From an optimization exercise on the open Yosys and OpenROAD flow, aimed at small area and a short achievable clock period; shortcuts taken in it are not production practice. Only simulation tests tie the RTL to the original design; equivalence was not proved.

==> design.v <==
package array_mp_pkg;
    localparam int DEFAULT_DATA_W = 8;
    localparam int DEFAULT_ADDR_W = 8;
    localparam int DEFAULT_CH     = 2;
    typedef enum logic [1:0] {
        ACC_IDLE,
        ACC_WRITE,
        ACC_READ,
        ACC_OOR
    } access_e;
    function automatic int idx_width(input int n);
        idx_width = (n > 1) ? $clog2(n) : 1;
    endfunction
    function automatic int wrap_inc(input int base, input int off, input int n);
        int s;
        s = base + off;
        wrap_inc = (s >= n) ? s - n : s;
    endfunction
endpackage
module rr_arbiter
#(
    parameter int N = array_mp_pkg::DEFAULT_CH
) (
    input  logic         clk,
    input  logic         rst,
    input  logic [N-1:0] req,
    output logic [N-1:0] gnt,
    output logic         any
);
    localparam int PTR_W = array_mp_pkg::idx_width(N);
    logic [PTR_W-1:0] ptr;
    logic [PTR_W-1:0] ptr_next;
    logic [PTR_W-1:0] idx;
    always_comb begin
        gnt      = '0;
        any      = 1'b0;
        ptr_next = ptr;
        idx      = '0;
        for (int k = 0; k < N; k++) begin
            idx = PTR_W'(array_mp_pkg::wrap_inc(int'(ptr), k, N));
            if (!any && req[idx]) begin
                gnt[idx] = 1'b1;
                any      = 1'b1;
                ptr_next = PTR_W'(array_mp_pkg::wrap_inc(int'(idx), 1, N));
            end
        end
    end
    always_ff @(posedge clk or posedge rst) begin
        if (rst) begin
            ptr <= '0;
        end else begin
            ptr <= ptr_next;
        end
    end
endmodule
module array_mp
#(
    parameter int DATA_W = array_mp_pkg::DEFAULT_DATA_W,
    parameter int ADDR_W = array_mp_pkg::DEFAULT_ADDR_W,
    parameter int DEPTH  = 1 << ADDR_W,
    parameter int CH     = array_mp_pkg::DEFAULT_CH
) (
    input  logic                 clk,
    input  logic                 rst,
    input  logic [CH*ADDR_W-1:0] addr,
    input  logic [CH-1:0]        we,
    input  logic [CH*DATA_W-1:0] di,
    input  logic [CH-1:0]        valid,
    output logic [CH-1:0]        ready,
    output logic [CH*DATA_W-1:0] dout
);
    localparam int IDX_W = array_mp_pkg::idx_width(CH);
    logic [DATA_W-1:0] mem [DEPTH];
    logic [CH-1:0]     eligible;
    logic [CH-1:0]     gnt;
    logic              any;
    logic [IDX_W-1:0]  sel_idx;
    logic [ADDR_W-1:0] sel_addr;
    logic              sel_we;
    logic [DATA_W-1:0] sel_di;
    array_mp_pkg::access_e           acc;
    assign eligible = valid & ~ready;
    rr_arbiter #(
        .N(CH)
    ) u_arb (
        .clk (clk),
        .rst (rst),
        .req (eligible),
        .gnt (gnt),
        .any (any)
    );
    always_comb begin
        sel_idx  = '0;
        sel_addr = '0;
        sel_we   = 1'b0;
        sel_di   = '0;
        for (int i = 0; i < CH; i++) begin
            if (gnt[i]) begin
                sel_idx  = IDX_W'(i);
                sel_addr = addr[i*ADDR_W +: ADDR_W];
                sel_we   = we[i];
                sel_di   = di[i*DATA_W +: DATA_W];
            end
        end
    end
    always_comb begin
        acc = array_mp_pkg::ACC_IDLE;
        if (any) begin
            if (int'(sel_addr) >= DEPTH) begin
                acc = array_mp_pkg::ACC_OOR;
            end else if (sel_we) begin
                acc = array_mp_pkg::ACC_WRITE;
            end else begin
                acc = array_mp_pkg::ACC_READ;
            end
        end
    end
    always_ff @(posedge clk) begin
        if (acc == array_mp_pkg::ACC_WRITE && !rst) begin
            mem[sel_addr] <= sel_di;
        end
    end
    always_ff @(posedge clk or posedge rst) begin
        if (rst) begin
            ready <= '0;
            dout  <= '0;
        end else begin
            ready <= gnt;
            case (acc)
                array_mp_pkg::ACC_WRITE: dout[int'(sel_idx)*DATA_W +: DATA_W] <= sel_di;
                array_mp_pkg::ACC_READ:  dout[int'(sel_idx)*DATA_W +: DATA_W] <= mem[sel_addr];
                array_mp_pkg::ACC_OOR:   dout[int'(sel_idx)*DATA_W +: DATA_W] <= '0;
                default:   ;
            endcase
        end
    end
endmodule
module array_mp4 (
    input  logic        clk,
    input  logic        rst,
    input  logic [31:0] addr,
    input  logic [3:0]  we,
    input  logic [31:0] di,
    input  logic [3:0]  valid,
    output logic [3:0]  ready,
    output logic [31:0] dout
);
    array_mp #(
        .DATA_W(8),
        .ADDR_W(8),
        .DEPTH (256),
        .CH    (4)
    ) u_mp (
        .clk   (clk),
        .rst   (rst),
        .addr  (addr),
        .we    (we),
        .di    (di),
        .valid (valid),
        .ready (ready),
        .dout  (dout)
    );
endmodule
==> run.sh <==
#!/bin/bash
# synth_recipe.tcl (not shown) runs the flow's synth.tcl, then flattens the netlist and writes it again
# the make line also repeats each setting of config.mk as NAME=value (left out here)
make -C /OpenROAD-flow-scripts/flow DESIGN_CONFIG=/design/flow/config.mk WORK_HOME=/design/flow/orfs CLKGATE_MAP_FILE= SYNTH_SCRIPT=/design/flow/synth_recipe.tcl finish
==> config.mk <==
export PLATFORM = sky130hd
export DESIGN_NAME = array_mp4
export DESIGN_NICKNAME = array_mp4
export VERILOG_FILES = /design/flow/design.v
export SDC_FILE = /design/flow/constraint.sdc
export NUM_CORES = 4
export LEC_CHECK = 0
export CAP_MARGIN = 20
export CORE_MARGIN = 2
export CORE_UTILIZATION = 40
export SLEW_MARGIN = 20
==> constraint.sdc <==
create_clock -name core_clock -period 7.5 [get_ports {clk}]
set_input_delay 1.5000 -clock core_clock [delete_from_list [all_inputs] [get_ports {clk}]]
set_output_delay 1.5000 -clock core_clock [all_outputs]
set_load 0.01 [all_outputs]
==> impl_metrics.py <==
metrics = {
    "routing": {
        "drc": 0,
        "dr.pass1.iters": 6,
        "wl_per_cell_um": 29.1,
        "first_iter_violations": 7784,
        "postRouteAntennaNets": 0,
        "routed_via_density": 5.85,
        "drt-total-wl_um": 273000,
        "num_vias": 55000,
    },
    "die": {
        "dieArea_um2": 213000,
        "io_pins": 110,
        "initial_core_util_pct": 40.1,
        "die_y_um": 462,
        "rows": 168,
        "die_x_um": 462,
        "core_um2": 209000,
    },
    "setup_path": {
        "crit_chain": "clkdlybuf4s50_1 > nor2b_1 > mux4_2 > and2_1 > a2111oi_2 > and2_1 > buf_4 > o2111ai_1 > and2_4 > buf_12 > buf_4 > buf_4 > and3_1 > a311oi_1 > or4_1 > nand4_1 > nor4b_2 > buf_4 > a41oi_1 > buf_4 > o21ai_1",
        "cp_common_cell": "buf_4",
        "critPathMaxStageDelay_ns": 0.76,
        "slowest_stage": "a311oi_1",
        "cp.arrival_ns": 7.97,
        "worstPathRequired_ns": 8.27,
        "cp-end-kind": "flip-flop",
        "crit_type": "in2reg",
        "crit_path_start_kind": "input port",
        "crit_fanout": 29,
    },
    "global_route": {
        "overflow": 0,
        "antenna_found_initial": 16,
        "track_usage_pct": 25.2,
        "grt_pass1_wl_um": 387000,
        "first_global_vias": 51900,
        "grt_max_degree": 198,
    },
    "clock_tree": {
        "clkLatencyLatePin_ns": 0.88,
        "cts_tree": "yes",
        "htreeDepth": 4,
        "cts_root_buffer": "clkbuf_16",
        "cts_resized": 0,
        "ctsHoldBuffers": 0,
        "numCtsBuffers": 202,
        "cts_sinks": 2086,
        "postCtsSetupRepairBufs": 0,
        "path_clk_slew_ns": 0.06,
        "cts.path.max_buffers": 3,
    },
    "sta": {
        "fin_crit_sh_pct": 95.9,
        "tns_ns": 0,
        "worst_slew_pin_slew_ns": 1.22,
        "skew_ns": 0.0675,
        "setup_violations": 0,
        "max_freq_ghz": 0.139,
        "drv_slew": 0,
        "period_needed_ns": 7.19,
        "slew_headroom_pct": 18.8,
        "final_hold_viol_count": 0,
        "rsz0062_at_grt": "no",
    },
    "synthesis": {
        "syn_nets": 6000,
        "yosys_warnings": 2,
        "synth-seq-cells": 2086,
        "syn_area_um2": 83900,
        "netlist_instances": 5913,
        "seq_area_frac_synth_pct": 74.4,
        "avgSynthCellArea_um2": 14.2,
        "synth-edff-count": 2048,
        "ys.flop_type": "edfxtp_1",
        "async_flop_share_pct": 1.82,
        "synth_cell_types": 88,
    },
    "placed_design": {
        "place.port_buffers": 109,
        "gp_congestion": 0.939,
        "dp_hpwl_um": 176000,
    },
    "flow_run": {
        "max_cap_viol_count": 0,
    },
    "layout": {
        "drive_gt1_share_pct": 15.0,
        "utilization_pct": 47.4,
        "area_delta_synth_final_pct": 18.0,
        "layout_common_cells": "2048 x edfxtp_1, 1374 x nand2_1, 505 x buf_4, 424 x nand3_1, 287 x mux2i_1",
        "multi_input_area_um2": 19800,
        "final_common_cell": "edfxtp_1",
        "fillers": 18000,
        "regArea_um2": 62400,
        "finalNetCount": 6513,
    },
    "min_path": {
        "hold_class": "reg2reg",
    },
    "outcome": {
        "status": "no timing/DRC/antenna violations",
    },
}
per-stage QoR:
stage               hold slack, ns  worst slack [ns]  instances  instance area, µm²
global route                 0.509             0.267       9397               99000
finish                       0.482             0.307       9399               99000
floorplan                    0.523            -0.878       5913               83900
detailed placement           0.476            -0.585       9027               92200
global placement             0.470            -0.637       9025               92200
CTS                          0.490             0.307       9397               99000
worst max-delay path: cells and delay by family:
family,cells,cell delay (ns)
simple gates,8,2.30
compound gates,5,1.75
mux,1,0.58
buf+inv,7,1.77
area by class of cell:
cell class,instances,share of cell area (%)
diodes,2,0.00505
clock buffers,241,5.30
clock inverters,129,1.58
inverters,15,0.0569
multi-input cells,3432,20.0
flip-flops and latches,2086,63.1
well taps,2805,3.54
repair buffers,689,6.45
state kept, by name, indices dropped and copies added, names as in the netlist:
signal / count
u_mp.mem: 2048
u_mp.dout: 32
u_mp.u_arb.ptr: 2
u_mp.ready: 4
final timing paths:
check                                         startpoint                   endpoint  slack (ns)  cells after the start
min in group asynchronous                            rst  u_mp.dout[24]$_DFFE_PP0P_        1.04                      3
max in group asynchronous                            rst   u_mp.dout[3]$_DFFE_PP0P_        6.06                      3
setup reg to reg           u_mp.u_arb.ptr[0]$_DFFE_PP0P_  u_mp.dout[23]$_DFFE_PP0P_        0.38                     21
hold reg to reg                u_mp.dout[11]$_DFFE_PP0P_  u_mp.dout[11]$_DFFE_PP0P_        0.48                      2
setup / recovery                                valid[0]  u_mp.dout[23]$_DFFE_PP0P_        0.31                     21
hold / removal                 u_mp.dout[11]$_DFFE_PP0P_  u_mp.dout[11]$_DFFE_PP0P_        0.48                      2
synth_stat cells, drive strengths merged (7+ instances only):
cell	count	share of area (%)
and3	80	0.60
a21oi	151	0.91
a2111oi	11	0.15
nand4	45	0.34
a22o	19	0.20
o31ai	14	0.15
nand3	424	2.5
clkbuf	120	0.54
nand2	1381	6.2
o31a	7	0.073
a32oi	82	0.88
a31o	7	0.073
a21o	21	0.19
o22ai	45	0.34
buf	260	1.7
ha	13	0.19
nor2	296	1.3
a311oi	24	0.25
inv	15	0.067
nor4	7	0.052
a221oi	23	0.26
mux2i	287	3.4
nor3	26	0.19
a32o	18	0.21
a31oi	96	0.72
a22oi	89	0.80
edfxtp	2048	73
and2	13	0.097
o21ai	76	0.45
dfrtp	38	1.1
nand2b	7	0.061
o22a	7	0.073
a211oi	10	0.089
mux4	53	1.4
a41oi	16	0.17
o211ai	7	0.075
cells by family (layout without fill, tap and decap cells):
logic type	after synthesis	in the layout	share of synthesized area (%)
AOI/OAI and AO/OA	764	764	6.50
DFF	2086	2086	74.4
and+or+nand+nor	2308	2308	11.6
other	0	2	0
buffers and inverters	395	1074	2.28
xor gates and xnor gates	1	1	0.0104
adders and majority gates	13	13	0.194
muxes	346	346	4.93
routing by layer:
metal,track usage (%),vias up,part of all wire [%],wire length [µm]
met1,35.3,27700,40,109000
li1,-,23400,-,-
met4,9.78,14,4.3,11700
met5,0,-,0.035,95
met3,5.53,539,11,30400
met2,38.3,3427,45,122000

## port drivers added, routing unchanged
No port has a modelled driver above. Below, the same layout with a new extraction and two added sets of constraints.
Step 1, drivers: a clkbuf_16 drives clk and a buf_2 each remaining input, both assumed.
Step 2 moves the port delays by t, midway between the first and last clock arrival at a register: inputs arrive t later, outputs are due t later. That takes back most of the time a late clock gives input paths.
Three values: no drivers, after step 1, after step 2; two values: the first two.
t (ns): 0.948
slack for setup (ns): 0.307 / 0.376 / -0.572
slew at the worst register clock pin (ns): 0.07 / 0.07
Met with ideal ports but missed after step 2: setup timing in this run. The setup slack of this run moves by +0.069 ns with the drivers and by -0.879 ns with both steps.
